This design comes from an exercise in tuning for small area, a short achievable clock period and few clock cycles per item on the open sky130 flow, not from production work. In this exercise RTL edits were held to simulation tests only and were not proved equivalent to the original. Power figures rest on the tool's default switching activity, not on a simulated workload.

`flow/design.v`:
```
module mcu_exec_core #(
  parameter int OP_SZ  = 32,
  parameter int MEM_SZ = 4
) (
  input  logic              clk,
  input  logic              reset,
  input  logic              in_valid,
  output logic              in_ready,
  input  logic [3:0]        op_code,
  input  logic [MEM_SZ-1:0] op0,
  input  logic [MEM_SZ-1:0] op1,
  input  logic [MEM_SZ-1:0] op2,
  input  logic [OP_SZ-1:0]  wdata,
  output logic [OP_SZ-1:0]  out,
  output logic              done,
  output logic              carry,
  output logic              zero,
  output logic              err
);
  localparam int DEPTH = 2 ** MEM_SZ;
  localparam int SHW   = $clog2(OP_SZ);
  localparam int LVL   = $clog2(OP_SZ);
  logic [OP_SZ-1:0]  mem_q [DEPTH];
  logic              v_q, wr_q;
  logic [MEM_SZ-1:0] dst_q;
  logic [OP_SZ-1:0]  a_q, b_q;
  logic              add_q, sub_q, shl_q, shr_q, err_d_q;
  logic [3:0]        lut_q;       
  logic              done_q, carry_q, err_q, wb_we_q;
  logic [MEM_SZ-1:0] wb_dst_q;
  logic [OP_SZ-1:0]  out_q;
  logic [OP_SZ-1:0]  res, sum, lres;
  logic              res_c, wr;
  logic [OP_SZ-1:0]  rd_a, rd_b, wd;
  assign in_ready = 1'b1;
  logic       add_d, sub_d, shl_d, shr_d, err_dd, wr_d;
  logic [3:0] lut_d;
  always_comb begin
    add_d  = 1'b0; sub_d = 1'b0; shl_d = 1'b0; shr_d = 1'b0;
    err_dd = 1'b0; wr_d  = 1'b1;
    lut_d  = 4'b0000;
    case (op_code)
      4'd0: add_d = 1'b1;
      4'd1: begin add_d = 1'b1; sub_d = 1'b1; end
      4'd2: shl_d = 1'b1;
      4'd3: shr_d = 1'b1;
      4'd4: lut_d = 4'b1000;        
      4'd5: lut_d = 4'b1110;        
      4'd6: lut_d = 4'b0110;        
      4'd7: lut_d = 4'b0011;        
      4'd8: lut_d = 4'b1010;        
      4'd9: begin lut_d = 4'b1100; wr_d = 1'b0; end    
      default: begin err_dd = 1'b1; wr_d = 1'b0; end
    endcase
  end
  logic [OP_SZ-1:0] bx, g0, p0;
  logic [OP_SZ-1:0] gl [LVL+1];
  logic [OP_SZ-1:0] pl [LVL+1];
  logic [OP_SZ:0]   c;
  always_comb begin
    bx = b_q ^ {OP_SZ{sub_q}};
    p0 = a_q ^ bx;
    g0 = a_q & bx;
    gl[0] = g0;
    gl[0][0] = g0[0] | (p0[0] & sub_q);
    pl[0] = p0;
    for (int l = 0; l < LVL; l++) begin
      for (int i = 0; i < OP_SZ; i++) begin
        if (i >= (1 << l)) begin
          gl[l+1][i] = gl[l][i] | (pl[l][i] & gl[l][i - (1 << l)]);
          pl[l+1][i] = pl[l][i] & pl[l][i - (1 << l)];
        end else begin
          gl[l+1][i] = gl[l][i];
          pl[l+1][i] = pl[l][i];
        end
      end
    end
    c[0] = sub_q;
    for (int i = 0; i < OP_SZ; i++) c[i+1] = gl[LVL][i];
    sum = p0 ^ c[OP_SZ-1:0];
  end
  logic [OP_SZ-1:0] shl_r, shr_r;
  assign shl_r = a_q << b_q[SHW-1:0];
  assign shr_r = a_q >> b_q[SHW-1:0];
  always_comb begin
    for (int i = 0; i < OP_SZ; i++)
      lres[i] = lut_q[{a_q[i], b_q[i]}];
  end
  assign res   = ({OP_SZ{add_q}} & sum) | ({OP_SZ{shl_q}} & shl_r) |
                 ({OP_SZ{shr_q}} & shr_r) | lres;
  assign res_c = add_q & (c[OP_SZ] ^ sub_q);
  assign wr    = wr_q;
  always_comb begin
    rd_a = '0;
    rd_b = '0;
    for (int i = 0; i < DEPTH; i++) begin
      rd_a = rd_a | (mem_q[i] & {OP_SZ{op0 == MEM_SZ'(i)}});
      rd_b = rd_b | (mem_q[i] & {OP_SZ{op2 == MEM_SZ'(i)}});
    end
    if (wb_we_q && wb_dst_q == op0) rd_a = out_q;
    if (wb_we_q && wb_dst_q == op2) rd_b = out_q;
    if (wr && dst_q == op0)         rd_a = res;
    if (wr && dst_q == op2)         rd_b = res;
    if (op_code == 4'd8)            rd_b = wdata;
  end
  always_ff @(posedge clk) begin
    if (!reset) begin
      v_q     <= 1'b0;
      wr_q    <= 1'b0;
      done_q  <= 1'b0;
      wb_we_q <= 1'b0;
    end else begin
      v_q     <= in_valid;
      wr_q    <= in_valid & wr_d;
      done_q  <= v_q;
      wb_we_q <= wr_q;
    end
  end
  always_ff @(posedge clk) begin
    add_q    <= add_d;
    sub_q    <= sub_d;
    shl_q    <= shl_d;
    shr_q    <= shr_d;
    err_d_q  <= err_dd;
    lut_q    <= lut_d;
    dst_q    <= op1;
    a_q      <= rd_a;
    b_q      <= rd_b;
    wb_dst_q <= dst_q;
    out_q    <= res;
    carry_q  <= res_c;
    err_q    <= err_d_q;
  end
  assign wd = out_q & {OP_SZ{reset}};
  always_ff @(posedge clk) begin
    for (int i = 0; i < DEPTH; i++) begin
      if (!reset || (wb_we_q && wb_dst_q == MEM_SZ'(i)))
        mem_q[i] <= wd;
    end
  end
  assign out   = out_q;
  assign done  = done_q;
  assign carry = carry_q;
  assign err   = err_q;
  assign zero  = (out_q == '0);
endmodule
```
`flow/run.sh`:
```
#!/bin/bash
# synth_recipe.tcl (not shown) runs the flow's synth.tcl, then flattens the netlist and writes it again
# the make line also repeats each setting of config.mk as NAME=value (left out here)
make -C /OpenROAD-flow-scripts/flow DESIGN_CONFIG=/design/flow/config.mk WORK_HOME=/design/flow/orfs CLKGATE_MAP_FILE= SYNTH_SCRIPT=/design/flow/synth_recipe.tcl finish
```
`flow/config.mk`:
```
export PLATFORM = sky130hd
export DESIGN_NAME = mcu_exec_core
export DESIGN_NICKNAME = mcu_exec_core
export VERILOG_FILES = /design/flow/design.v
export SDC_FILE = /design/flow/constraint.sdc
export NUM_CORES = 4
export LEC_CHECK = 0
export CAP_MARGIN = 20
export CORE_MARGIN = 2
export CORE_UTILIZATION = 40
export SETUP_SLACK_MARGIN = 3
export SLEW_MARGIN = 20
```
`flow/constraint.sdc`:
```
create_clock -name core_clock -period 5.0 [get_ports {clk}]
set_input_delay 1.0000 -clock core_clock [delete_from_list [all_inputs] [get_ports {clk}]]
set_output_delay 1.0000 -clock core_clock [all_outputs]
set_load 0.01 [all_outputs]
```
==> summary.txt, run 1 <==
post-detail-place hpwl=around 90000 um; number of global-route vias before repair=~28000; actual slew at the worst max-slew pin=between 1 and 1.5 ns; minimum clock period=~3.4 ns; wire length of the first global-routing pass=between 200000 and 250000 um; H-tree depth=2; RR Endpoint=b_q[28]$_DFF_P_; register bit total from synthesis=between 600 and 700; Core Region=between 80000 and 90000 um2; logic gate share of total power=0.326; most frequent cells in the layout=512 x edfxtp_1, 200 x buf_4, 193 x nor2_1; Ports=between 80 and 90; sw power=slightly above 6 mW; Post-CTS Hold Buffers=0; Worst Slack Setup Final=between 1.5 and 2 ns; CTS Root Cell=clkbuf_16; fraction of registers with async set or reset after synthesis=0; min-delay src=err_d_q$_SDFF_PN0_; final worst-path cycle share=0.6842; CP Data Arrival Time=just under 4 ns; hold crit path type=flop to flop; Net Count, Synth=2785; Routed WL=~150000 um; commonest non-fill, non-tap cell in the layout=edfxtp_1; Via Count=approximately 29000; crit end category=flop; Die Ht=288.8 um; die area=approximately 83000 um2; register area share after synthesis=0.5475; CP Launch Type=flop; drt first pass iters=8; Main synth FF type=edfxtp_1; post-route setup TNS=0 ns; die width=around 290 um; DRC errors left=0; initial antenna violation count=6; Max Slew Vio Count=0; outcome=no timing/DRC/antenna violations; R2R Setup Slk=1.58 ns; Buffers on Ports=86; Clock Sinks=631; gpl congestion=1.046; synthesized cell area=32430 um2; critical path type=flop to flop; Num CTS Buffers=60; share of cells above drive strength 1=0.2963; Clock Latency Late Sink=~0.65 ns; Clock Power Share=0.263; Total Power=17.90 mW; Hold Fails Final Rpt=0; launching point of the worst reg2reg path=a_q[19]$_DFF_P_; Yosys top cell by area=edfxtp_1; sequential share of power=0.412; WHS Endpoint=err_q$_DFF_P_; post-synthesis cell count=about 2700; Ys Warns=4; IR drop worst, VDD=280.1 uV; CTS clock-pin slew for the worst setup and hold paths=around 0.070 ns; Worst Clk Skew=roughly 0.033 ns; grt ovf=0; synthesis-to-layout area growth=28.83%; Sw Share=0.3428; Post-synth EDFFs=a little over 500; Worst Path Required=approximately 5.5 ns; Place WS=between 0.7 and 0.8 ns; maxcap violations=0; Pint=about 12 mW; Hold Crit Depth=0; Post-DRT Antenna Nets=0; Yosys cell types=83; Final Cell Area=between 40000 and 50000 um2; CTS tree=yes; drt wl/cell=36.42 um; synth top area cells=edfxtp_1 47%, dfxtp_1 7.3%, a221oi_1 5.1%; area share of the largest cell type after synthesis=0.4740; Placed Area=around 36000 um2; Setup-failing EPs final=0; Max Fclk=0.2923 GHz; crit path max fanout=9; unrepaired setup endpoints after global routing=true; CTS max path bufs=3; Worst R2R Path Depth=11; Max-Slew Margin vs Limit=0.2899; Syn Area/Cell=between 10 and 15 um2; NumNets Final=between 3000 and 4000; initial core utilization=0.4033; pin count of the biggest net entering global routing=54; GRT Util Overall=0.3491; row cnt=104; worst hold-check slack=0.3272 ns; initial drt markers=approximately 4200; cell area power density=between 400 and 500 nW/um2; vias per inst=about 7; leak pwr=approximately 15 nW
-- state kept, by name (all words and copies together), names as in the netlist, 4 cells and up --
name	count
wb_dst_q	4
mem_q	512
lut_q	4
b_q	32
a_q	32
dst_q	4
out_q	32
-- kinds of logic (layout without fill, tap and decap cells) --
kind of cell,count (synthesis),in the layout,synth area share
AOI/OAI and AO/OA,929,929,0.2137
DFF,631,631,0.5475
xor gates and xnor gates,61,61,0.01647
other,1,2,0.0001156
adders and majority gates,35,35,0.01373
buffers and inverters,265,579,0.03298
muxes,197,197,0.08506
and+or+nand+nor,580,581,0.09046
-- what timing repair did --
action / 4_1_cts / 5_1_grt
setup endpoints to repair: 949 / 809
cloned: 8 / 1
resized for setup: 591 / 101
buffers inserted: 158 / 32
pin swaps: 74 / 42
-- synth_stat cells, drive strengths merged (49+ instances only) --
master / instances
xor2: 49
a21oi: 139
a22oi: 172
dfxtp: 119
nand2: 72
a22o: 183
clkbuf: 167
nor2: 212
nand3: 76
mux2i: 108
o21ai: 98
edfxtp: 512
mux4: 60
inv: 49
a221oi: 188
-- routing by layer --
metal  vias to the layer above  track usage  share of wire
li1                      11490            -              -
met1                     13960       0.4308           0.35
met3                       731      0.09747           0.13
met2                      2472       0.5382           0.44
met4                         4       0.2272          0.084
met5                         -            0        0.00011
-- layout make-up --
| class | count | area [um2] |
|---|---|---|
| Tap cell | 1060 | 1326 |
| Clock buffer | 87 | 1684 |
| Multi-Input combinational cell | 1804 | 15930 |
| Inverter | 50 | 198.9 |
| Clock inverter | 27 | 327.8 |
| Timing Repair Buffer | 415 | 4422 |
| Antenna cell | 1 | 2.502 |
| Sequential cell | 631 | 17890 |
| Fill cell | 6755 | 38630 |
-- per-stage QoR --
step,utilization,instances
6_report,0.5196,4075
5_1_grt,0.5196,4074
4_1_cts,0.5107,4041
3_5_place_dp,0.4464,3761
3_3_place_gp,0.4464,3761
2_1_floorplan,-,2699
-- critical path: stages (launching register included) --
cell	delay, ns
dfxtp_1	0.80
ha_2	0.50
a311oi_1	0.28
nand2_1	0.09
o22ai_1	0.21
buf_4	0.26
a211oi_4	0.11
buf_4	0.15
buf_6	0.11
o311ai_2	0.21
nand3b_1	0.21
a221o_1	0.36
-- how the worst max path moves through the flow --
stage	cells past startpoint	end	slack (ns)	startpoint
5_1_grt	12	a_q[30]$_DFF_P_	1.50	sub_q$_SDFF_PP0_
4_1_cts	12	a_q[30]$_DFF_P_	1.58	sub_q$_SDFF_PP0_
2_1_floorplan	15	a_q[30]$_DFF_P_	1.49	b_q[1]$_DFF_P_
6_report	11	b_q[28]$_DFF_P_	1.58	a_q[19]$_DFF_P_
3_5_place_dp	10	b_q[9]$_DFF_P_	0.79	op2[2]
3_3_place_gp	10	b_q[9]$_DFF_P_	0.79	op2[2]
-- power by group through the flow --
stage	clock network, mW	registers, mW	logic (mW)
global route	4.94	7.42	6.03
detailed placement	0	7.50	4.13
global placement	0	7.50	4.11
finish	4.70	7.37	5.83
CTS	4.73	7.32	5.38
floorplan	0	7.11	2.65
Testbench counts, summed over its fixed seeds: cycles 12,016, items 12,000.
==> run 2: changes to the inputs <==
--- a/flow/config.mk
+++ b/flow/config.mk
@@ -7,6 +7,6 @@
 export LEC_CHECK = 0
 export CAP_MARGIN = 20
 export CORE_MARGIN = 2
-export CORE_UTILIZATION = 40
+export CORE_UTILIZATION = 60
 export SETUP_SLACK_MARGIN = 3
 export SLEW_MARGIN = 20
==> run 2 against run 1 <==
Compared with the run above: highest routed layer unchanged; utilization up 25 points; critical path type unchanged; largest power group unchanged; sequential power up 0.7%; cell count down 9.2%; clock-buffer cell count down 14; via count up 5.5%; critical path depth up 4; die area down 33%; worst setup slack worse by 0.14 ns.
==> summary.txt, run 2 <==
Die Ht=roughly 240 um; share of cells above drive strength 1=0.3032; synthesized cell area=~32000 um2; R2R Setup Slk=1.44 ns; CP Data Arrival Time=between 4 and 5 ns; Routed WL=~150000 um; Core Region=approximately 54000 um2; CTS Root Cell=clkbuf_16; Ys Warns=4; Top reg by flops=mem_q; Post-synth EDFFs=between 500 and 600; commonest non-fill, non-tap cell in the layout=edfxtp_1; NumNets Final=about 3000; register bit total from synthesis=around 630; post-route setup TNS=0 ns; H-tree depth=2; initial drt markers=between 5000 and 6000; actual slew at the worst max-slew pin=1.030 ns; pin count of the biggest net entering global routing=56; post-detail-place hpwl=roughly 85000 um; Final Non-Filler Cells=roughly 3700; Net Count, Synth=~2800; GRT Util Overall=0.5206; row cnt=85; fraction of the mapped netlist area in adder cells=0.01373; area share of the largest cell type after synthesis=0.4740; CTS max path bufs=3; Yosys top cell by area=edfxtp_1; Main synth FF type=edfxtp_1; DRC errors left=0; logic gate share of total power=0.330; WHS Endpoint=err_q$_DFF_P_; Syn Area/Cell=approximately 12 um2; drt wl/cell=around 40 um; Clock Latency Late Sink=0.67 ns; hold crit path type=flop to flop; synth cell count leaders=512 x edfxtp_1, 212 x nor2_1, 188 x a221oi_1; final worst-path cycle share=0.7117; cell area power density=439.4 nW/um2; unrepaired setup endpoints after global routing=true; Worst R2R Path Depth=15; CTS tree=yes; Sw Share=0.3497; Worst Clk Skew=~0.027 ns; most frequent cells in the layout=512 x edfxtp_1, 196 x nor2_1, 189 x buf_4; Setup-failing EPs final=0; number of global-route vias before repair=29020; Synth Area in Simple Gates=0.09046; sequential share of power=0.407; Yosys cell types=83; CP Launch Type=flop; wire length of the first global-routing pass=~210000 um; XOR/XNOR Fraction of Synth Area=0.01647; Max-Slew Margin vs Limit=0.3128; Clock Power Share=0.263; Num CTS Buffers=60; Place WS=~0.8 ns; Final Cell Area=approximately 41000 um2; RR Endpoint=a_q[8]$_DFF_P_; Synth Area in Compound Gates=0.2137; outcome=no timing/DRC/antenna violations; post-synthesis mux area share=0.08506; register area share after synthesis=0.5475; leak pwr=between 15 and 20 nW; sw power=about 6.4 mW; crit end category=flop; Worst Path Required=~5.6 ns; Pint=around 12 mW; die area=55930 um2; vias per inst=8.172; maxcap violations=0; gpl congestion=around 1.1; Hold Crit Depth=0; Max Fclk=approximately 0.28 GHz; initial antenna violation count=8; launching point of the worst reg2reg path=sub_q$_SDFF_PP0_; fraction of registers with async set or reset after synthesis=0; crit path max fanout=6; Clock Sinks=approximately 630; initial core utilization=0.6051; min-delay src=err_d_q$_SDFF_PN0_; Ports=between 80 and 90; CTS clock-pin slew for the worst setup and hold paths=roughly 0.07 ns; Placed Area=35380 um2; post-synthesis cell count=around 2700; grt ovf=0; IR drop worst, VDD=~450 uV; Max Slew Vio Count=0; synthesis-to-layout area growth=27.92%; critical path type=flop to flop; most frequent cell after synthesis=edfxtp_1; die width=~240 um; drt first pass iters=12; Worst Slack Setup Final=around 1.4 ns; minimum clock period=roughly 3.6 ns; synth top area cells=edfxtp_1 47%, dfxtp_1 7.3%, a221oi_1 5.1%; main combinational cell family by area after synthesis=compound AO/OA/AOI/OAI gates; Via Count=~30000; Hold Fails Final Rpt=0; Buffers on Ports=between 80 and 90; Post-CTS Hold Buffers=0; crit path from=sub_q$_SDFF_PP0_; placed insts=between 3000 and 4000; Post-DRT Antenna Nets=0; max reg flops=512
[run 2: cell types whose count changed in the layout (fill, tap and decap cells not counted), moves of 7 or more]
cell and delta:
and2_1 -15, and2_2 +15, buf_4 -11, buf_8 -10
a21oi_1 -8, a21oi_4 +7, clkbuf_1 -7
[run 2: worst max path at each step]
stage	to	slack [ns]	depth (start not counted)
after floorplan	a_q[30]$_DFF_P_	1.49	15
after global placement	b_q[3]$_DFF_P_	0.80	11
after detailed placement	b_q[26]$_DFF_P_	0.81	9
after CTS	a_q[30]$_DFF_P_	1.52	13
after global routing	b_q[28]$_DFF_P_	1.40	15
final	a_q[8]$_DFF_P_	1.44	15
[run 2: kinds of logic after synthesis]
family | count (synthesis)
buf+inv | 265
other cells | 1
mux | 197
flops | 631
fa+ha+maj | 35
compound gates | 929
simple gates | 580
xor+xnor | 61
[run 2: metrics by stage]
stage | total power [mW] | hold WS [ns] | util
after floorplan | 9.766 | 0.3096 | -
after global placement | 11.50 | 0.3128 | 0.6598
after detailed placement | 11.55 | 0.3226 | 0.6600
after CTS | 17.34 | 0.3370 | 0.7538
after global routing | 18.56 | 0.3407 | 0.7739
final | 18.23 | 0.3343 | 0.7740
[run 2: what timing repair did]
item | in CTS | in global routing
buffers inserted | 134 | 51
pin swaps | 86 | 61
gates cloned | 15 | 1
resized for setup | 575 | 136
endpoints found under the setup margin | 661 | 610
[run 2: worst max-delay path: stages, from the launching register on]
cell,delay (ns)
dfxtp_4,0.39
buf_12,0.17
xor2_4,0.20
inv_2,0.06
fa_2,0.38
nor2b_4,0.17
o2111ai_4,0.17
buf_4,0.18
buf_6,0.11
buf_4,0.15
nand2_4,0.08
a31oi_2,0.10
xnor2_2,0.71
a21o_1,0.38
nor2_1,0.08
a21oi_1,0.13
[run 2: layout make-up]
type	count	area [um2]
diodes	5	12.51
clock inverters	38	504.2
fillers	3213	12110
flip-flops and latches	631	17890
multi-input cells	1807	16140
clock buffers	73	1568
inverters	50	201.4
well taps	696	870.8
repair buffers	399	4303
[run 2: per-layer routing]
metal,routed length [um],global-route usage,up-vias
met2,61360,0.7412,3446
met1,45470,0.6176,14130
met4,16130,0.4171,10
met5,164,0,-
met3,26090,0.2236,1156
li1,-,-,11490
[run 2: power by group through the flow]
stage | Clock (mW) | Combinational [mW] | Sequential (mW)
final | 4.80 | 6.01 | 7.42
after global routing | 5.00 | 6.11 | 7.45
after CTS | 4.78 | 5.22 | 7.34
after detailed placement | 0 | 4.08 | 7.47
after global placement | 0 | 4.05 | 7.45
after floorplan | 0 | 2.65 | 7.11

[re-timing with driven ports]
Ports are ideal in the flow. The routed layouts listed here were re-timed in OpenROAD. Step 1 sets driving cells, clkbuf_16 on the clock port and buf_2 on the other inputs (assumed; they add their load-dependent delay and slew). Step 2 adds t to the input delays and takes it off the output delays; t is the mean of the earliest and latest rising clock arrival at the registers after step 1. Input paths then give back, and output paths get back, about the clock's delay inside the block. a / b / c = ideal ports / drivers / drivers and shift; a / b = the first two.
run | shift t [ns] | setup slack, ns | worst setup path at the end
run 1 | 0.698 | 1.579 / 1.579 / 1.501 | input to register
run 2 | 0.719 | 1.442 / 1.442 / 1.442 | register to register
After both steps setup and hold are still met in every run listed. For run 1, which loses most, drivers alone change the setup slack by 0.000 ns; drivers and shift together by -0.078 ns.
